From an optimization exercise on the open Yosys and OpenROAD flow, aimed at small area, a short achievable clock period and few clock cycles per item; shortcuts taken in it are not production practice.
The RTL was checked by simulation tests, not by an equivalence proof against the original design.
No activity file was given, so power comes from the tool's default toggle rates.

Setup of lane 1:
==> flow/design.v <==
`default_nettype none
package dibw_pkg;
  typedef enum logic [2:0] {
    CMD_AND = 3'd0,
    CMD_OR  = 3'd1,
    CMD_XOR = 3'd2,
    CMD_NOT = 3'd3,
    CMD_SHL = 3'd4,
    CMD_SAR = 3'd5,
    CMD_SHR = 3'd6,
    CMD_NOP = 3'd7
  } cmd_t;
  function automatic logic [34:0] dbl_shift_hi(input logic [63:0] bits);
    logic [10:0] expo;
    logic        ok;
    logic [82:0] s0, s1, s2, s3, s4, s5;
    expo = bits[62:52];
    ok   = (expo[10:7] == 4'b1000);
    s0   = {30'd0, ok, bits[51:0] & {52{ok}}};
    s1   = expo[6] ? (s0 << 64) : s0;
    s2   = expo[5] ? (s1 << 32) : s1;
    s3   = expo[4] ? (s2 << 16) : s2;
    s4   = expo[3] ? (s3 << 8)  : s3;
    s5   = expo[2] ? (s4 << 4)  : s4;
    dbl_shift_hi = s5[82:48];
  endfunction
  function automatic logic [31:0] dbl_shift_lo(input logic [34:0] w, input logic [1:0] j,
                                               input logic one, input logic neg);
    logic [34:0] t2, t3;
    logic [31:0] mag;
    t2  = j[1] ? (w << 2)  : w;
    t3  = j[0] ? (t2 << 1) : t2;
    mag = {t3[34:4], t3[3] | one};
    dbl_shift_lo = neg ? (32'd0 - mag) : mag;
  endfunction
  function automatic logic [4:0] lzc32(input logic [31:0] v);
    logic [15:0] z1; logic [15:0] c1;
    logic [7:0]  z2; logic [15:0] c2;
    logic [3:0]  z3; logic [11:0] c3;
    logic [1:0]  z4; logic [7:0]  c4;
    logic [4:0]  c5;
    for (int i = 0; i < 16; i++) begin
      z1[i] = !(v[2*i+1] | v[2*i]);
      c1[i] = !v[2*i+1];
    end
    for (int i = 0; i < 8; i++) begin
      z2[i]         = z1[2*i+1] & z1[2*i];
      c2[2*i +: 2]  = z1[2*i+1] ? {1'b1, c1[2*i]} : {1'b0, c1[2*i+1]};
    end
    for (int i = 0; i < 4; i++) begin
      z3[i]         = z2[2*i+1] & z2[2*i];
      c3[3*i +: 3]  = z2[2*i+1] ? {1'b1, c2[2*(2*i) +: 2]} : {1'b0, c2[2*(2*i+1) +: 2]};
    end
    for (int i = 0; i < 2; i++) begin
      z4[i]         = z3[2*i+1] & z3[2*i];
      c4[4*i +: 4]  = z3[2*i+1] ? {1'b1, c3[3*(2*i) +: 3]} : {1'b0, c3[3*(2*i+1) +: 3]};
    end
    c5 = z4[1] ? {1'b1, c4[3:0]} : {1'b0, c4[7:4]};
    lzc32 = c5;
  endfunction
  function automatic logic [63:21] word_to_dbl(input logic uns, input logic [31:0] w);
    logic        neg;
    logic [31:0] m;
    logic [4:0]  lz;
    logic [32:0] s;
    logic [4:0]  p;
    logic [10:0] expo;
    neg  = !uns && w[31];
    m    = neg ? (32'd0 - w) : w;
    lz   = lzc32(w ^ {32{neg}});
    s    = {1'b0, m} << lz;
    p    = ~lz;   
    expo = s[32] ? (11'd1024 + {6'd0, p}) : (11'd1023 + {6'd0, p});
    if (w == 32'd0) word_to_dbl = '0;
    else word_to_dbl = {neg, expo, s[30:0]};
  endfunction
endpackage
`default_nettype wire
`default_nettype none
module double_int32_wrap_bitwise_alu_core (
  input  wire logic        clk,
  input  wire logic        rst,
  input  wire logic        in_valid,
  output logic             in_stall,
  input  wire logic [2:0]  command,
  input  wire logic [63:0] operand_a,
  input  wire logic [63:0] operand_b,
  output logic             out_valid,
  input  wire logic        out_stall,
  output logic [63:0]      result_double,
  output logic [31:0]      result_word,
  output logic             result_unsigned
);
  logic           v1, v2, v3, v4;
  dibw_pkg::cmd_t cmd1;
  logic [34:0]    wa1, wb1;
  logic [1:0]     ja1, jb1;
  logic           oa1, ob1, sa1, sb1;
  dibw_pkg::cmd_t cmd2;
  logic [31:0]    x2, b2;
  logic           fill2;
  logic [31:0]    r3;
  logic           uns3;
  logic [63:21]   dbl4;
  logic           adv;
  logic [31:0] a, x, y, rev_y, r;
  logic [63:21] dbl;
  assign adv      = !(v4 && out_stall);
  assign in_stall = !adv;
  always_comb begin
    a = dibw_pkg::dbl_shift_lo(wa1, ja1, oa1, sa1);
    for (int i = 0; i < 32; i++) x[i] = (cmd1 == dibw_pkg::CMD_SHL) ? a[31 - i] : a[i];
    y = b2[4] ? {{16{fill2}}, x2[31:16]} : x2;
    y = b2[3] ? {{8{fill2}},  y[31:8]}   : y;
    y = b2[2] ? {{4{fill2}},  y[31:4]}   : y;
    y = b2[1] ? {{2{fill2}},  y[31:2]}   : y;
    y = b2[0] ? {fill2,       y[31:1]}   : y;
    for (int i = 0; i < 32; i++) rev_y[i] = y[31 - i];
    case (cmd2)
      dibw_pkg::CMD_AND: r = x2 & b2;
      dibw_pkg::CMD_OR:  r = x2 | b2;
      dibw_pkg::CMD_XOR: r = x2 ^ b2;
      dibw_pkg::CMD_NOT: r = ~x2;
      dibw_pkg::CMD_SHL: r = rev_y;
      dibw_pkg::CMD_SAR: r = y;
      dibw_pkg::CMD_SHR: r = y;
      default:           r = 32'd0;
    endcase
    dbl = dibw_pkg::word_to_dbl(uns3, r3);
  end
  always_ff @(posedge clk) begin
    if (rst) begin
      v1 <= 1'b0;
      v2 <= 1'b0;
      v3 <= 1'b0;
      v4 <= 1'b0;
    end else if (adv) begin
      v1 <= in_valid;
      v2 <= v1;
      v3 <= v2;
      v4 <= v3;
    end
    if (adv) begin
      cmd1            <= dibw_pkg::cmd_t'(command);
      wa1             <= dibw_pkg::dbl_shift_hi(operand_a);
      ja1             <= operand_a[53:52];
      oa1             <= (operand_a[62:52] == 11'd1023);
      sa1             <= operand_a[63];
      wb1             <= dibw_pkg::dbl_shift_hi(operand_b);
      jb1             <= operand_b[53:52];
      ob1             <= (operand_b[62:52] == 11'd1023);
      sb1             <= operand_b[63];
      cmd2            <= cmd1;
      x2              <= x;
      b2              <= dibw_pkg::dbl_shift_lo(wb1, jb1, ob1, sb1);
      fill2           <= (cmd1 == dibw_pkg::CMD_SAR) && a[31];
      r3              <= r;
      uns3            <= (cmd2 == dibw_pkg::CMD_SHR);
      result_word     <= r3;
      result_unsigned <= uns3;
      dbl4            <= dbl;
    end
  end
  assign out_valid = v4;
  assign result_double = {dbl4, 21'd0};
endmodule
`default_nettype wire
Settings: LEC_CHECK=0, ABC_AREA=1, CAP_MARGIN=20, CORE_MARGIN=2, CORE_UTILIZATION=40, SETUP_SLACK_MARGIN=1.8, SLEW_MARGIN=20; clock period 5.0 ns.
standard.sh (not shown) runs the stock make flow with config.mk's settings and CLKGATE_MAP_FILE= SYNTH_SCRIPT=/design/flow/synth_recipe.tcl, a recipe that flattens the netlist after the stock synthesis.
==> flow/flow/run.sh <==
#!/bin/bash
# Standard flow, except that the port buffers are buf_2 cells (not the default
# delay-buffer cells) and the resizer may swap cells across footprints.
set -uo pipefail
bash standard.sh MATCH_CELL_FOOTPRINT=0 "BUFFER_PORTS_ARGS=-buffer_cell sky130_fd_sc_hd__buf_2" finish > standard.log 2>&1
Testbench counts of lane 1, summed over its fixed seeds: cycles 24,032, items 24,000.
What lane 2 does differently from lane 1 at the input level:
--- a/flow/design.v
+++ b/flow/design.v
@@ -11,4 +11,13 @@
     CMD_NOP = 3'd7
   } cmd_t;
+  function automatic logic [31:0] cneg(input logic [31:0] v, input logic s);
+    logic [31:0] p;
+    p = v;
+    for (int k = 1; k < 32; k = k * 2)
+      for (int i = 2 * k - 1; i < 32; i += 2 * k) p[i] = p[i] | p[i - k];
+    for (int k = 8; k >= 1; k = k / 2)
+      for (int i = 3 * k - 1; i < 32; i += 2 * k) p[i] = p[i] | p[i - k];
+    cneg = v ^ ({p[30:0], 1'b0} & {32{s}});
+  endfunction
   function automatic logic [34:0] dbl_shift_hi(input logic [63:0] bits);
     logic [10:0] expo;
@@ -32,5 +41,5 @@
     t3  = j[0] ? (t2 << 1) : t2;
     mag = {t3[34:4], t3[3] | one};
-    dbl_shift_lo = neg ? (32'd0 - mag) : mag;
+    dbl_shift_lo = cneg(mag, neg);
   endfunction
   function automatic logic [4:0] lzc32(input logic [31:0] v);
@@ -67,5 +76,5 @@
     logic [10:0] expo;
     neg  = !uns && w[31];
-    m    = neg ? (32'd0 - w) : w;
+    m    = cneg(w, neg);
     lz   = lzc32(w ^ {32{neg}});
     s    = {1'b0, m} << lz;
==> comparison <==
met3 track demand over resource for lane 2: 0.81 points up relative to lane 1. Compared with lane 1, lane 2 shows a lower fmax. On multi-input logic portion of the cell area, lane 1 and lane 2 are basically level. Relative to lane 1, the core box area of lane 2 is lower by 2.3%. Relative to lane 1, the total detailed-routing wirelength measured on lane 2 has decreased by a few percent. Looking at worst setup slack, lane 2 sits 0.056 ns below lane 1. Comparing cell count for lane 1 and lane 2, the bigger number came from lane 1.
Testbench counts of lane 2, summed over its fixed seeds: cycles 24,032, items 24,000.

========
== north ==
RTL: the design.v shown in full above, as it stands there.
==> flow/config.mk <==
export PLATFORM = sky130hd
export DESIGN_NAME = double_int32_wrap_bitwise_alu_core
export DESIGN_NICKNAME = double_int32_wrap_bitwise_alu_core
export VERILOG_FILES = /design/flow/design.v
export SDC_FILE = /design/flow/constraint.sdc
export NUM_CORES = 4
export LEC_CHECK = 0
export ABC_AREA = 1
export CAP_MARGIN = 20
export CORE_MARGIN = 2
export CORE_UTILIZATION = 40
export SETUP_SLACK_MARGIN = 1.5
export SLEW_MARGIN = 20
==> flow/constraint.sdc <==
create_clock -name core_clock -period 5.0 [get_ports {clk}]
set_input_delay 1.0000 -clock core_clock [delete_from_list [all_inputs] [get_ports {clk}]]
set_output_delay 1.0000 -clock core_clock [all_outputs]
set_load 0.01 [all_outputs]
Scripts as last shown in full above: flow/flow/run.sh
Testbench counts of north, summed over its fixed seeds: cycles 24,032, items 24,000.
## Diff of input files: south against north
-- flow/design.v --
<<< north, line 11
    CMD_NOP = 3'd7
  } cmd_t;
  function automatic logic [34:0] dbl_shift_hi(input logic [63:0] bits);
    logic [10:0] expo;
>>> south, line 11
    CMD_NOP = 3'd7
  } cmd_t;
  function automatic logic [31:0] cneg(input logic [31:0] v, input logic s);
    logic [31:0] p;
    p = v;
    for (int k = 1; k < 32; k = k * 2)
      for (int i = 2 * k - 1; i < 32; i += 2 * k) p[i] = p[i] | p[i - k];
    for (int k = 8; k >= 1; k = k / 2)
      for (int i = 3 * k - 1; i < 32; i += 2 * k) p[i] = p[i] | p[i - k];
    cneg = v ^ ({p[30:0], 1'b0} & {32{s}});
  endfunction
  function automatic logic [34:0] dbl_shift_hi(input logic [63:0] bits);
    logic [10:0] expo;
<<< north, line 32
    t3  = j[0] ? (t2 << 1) : t2;
    mag = {t3[34:4], t3[3] | one};
    dbl_shift_lo = neg ? (32'd0 - mag) : mag;
  endfunction
  function automatic logic [4:0] lzc32(input logic [31:0] v);
>>> south, line 41
    t3  = j[0] ? (t2 << 1) : t2;
    mag = {t3[34:4], t3[3] | one};
    dbl_shift_lo = cneg(mag, neg);
  endfunction
  function automatic logic [4:0] lzc32(input logic [31:0] v);
<<< north, line 67
    logic [10:0] expo;
    neg  = !uns && w[31];
    m    = neg ? (32'd0 - w) : w;
    lz   = lzc32(w ^ {32{neg}});
    s    = {1'b0, m} << lz;
>>> south, line 76
    logic [10:0] expo;
    neg  = !uns && w[31];
    m    = cneg(w, neg);
    lz   = lzc32(w ^ {32{neg}});
    s    = {1'b0, m} << lz;
[summary]
Summary of south over north: clock-buffer cell count -3; met1 routing resource usage after global routing went down 0.38 points; setup slack saw an increase; area of all placed cells without fillers -2.0%.
Looking at fraction of final layout cells sized beyond drive strength 1, south sits above north.
south — share of power burned in combinational logic 1.5 points lower, north as reference
Largest fanout on the critical path delta for south relative to north: 15 lower
In south, the final-layout fill cell count came out 231 below the value in north.
south contains fewer vias than north.
[south] wire length of the first global-routing pass fell 3.7% relative to north
Of south and north, the run reporting the lower setup slack at placement was north.
Testbench counts of south, summed over its fixed seeds: cycles 24,032, items 24,000.

==> afterwards: timing with drivers on the ports <==
How much do the figures lean on ideal ports? The routed layouts below were timed once more, with nothing changed but the port constraints. Step 1, drivers: a clkbuf_16 drives clk and a buf_2 each remaining input, both assumed. Step 2 also shifts input and output timing later by t, the mid clock arrival at the registers, as if the neighbouring blocks saw the same clock. Three values: ideal, step 1, step 2; two values: the first two.
run | t, ns | slack for setup (ns) | worst setup path after step 2 | latest minus earliest clock arrival (ns) | cell pins on the clock port's net
lane 1 | 0.643 | 1.951 / 1.951 / 1.554 | input to register | 0.036 / 0.035 | 1
lane 2 | 0.627 | 1.896 / 1.896 / 1.673 | input to register | 0.023 / 0.023 | 1
north | 0.641 | 1.702 / 1.702 / 1.338 | input to register | 0.028 / 0.029 | 1
south | 0.641 | 1.726 / 1.726 / 1.322 | input to register | 0.022 / 0.023 | 1
After both steps setup and hold are still met in every run listed. For south, which loses most, drivers alone change the setup slack by 0.000 ns; drivers and shift together by -0.404 ns.
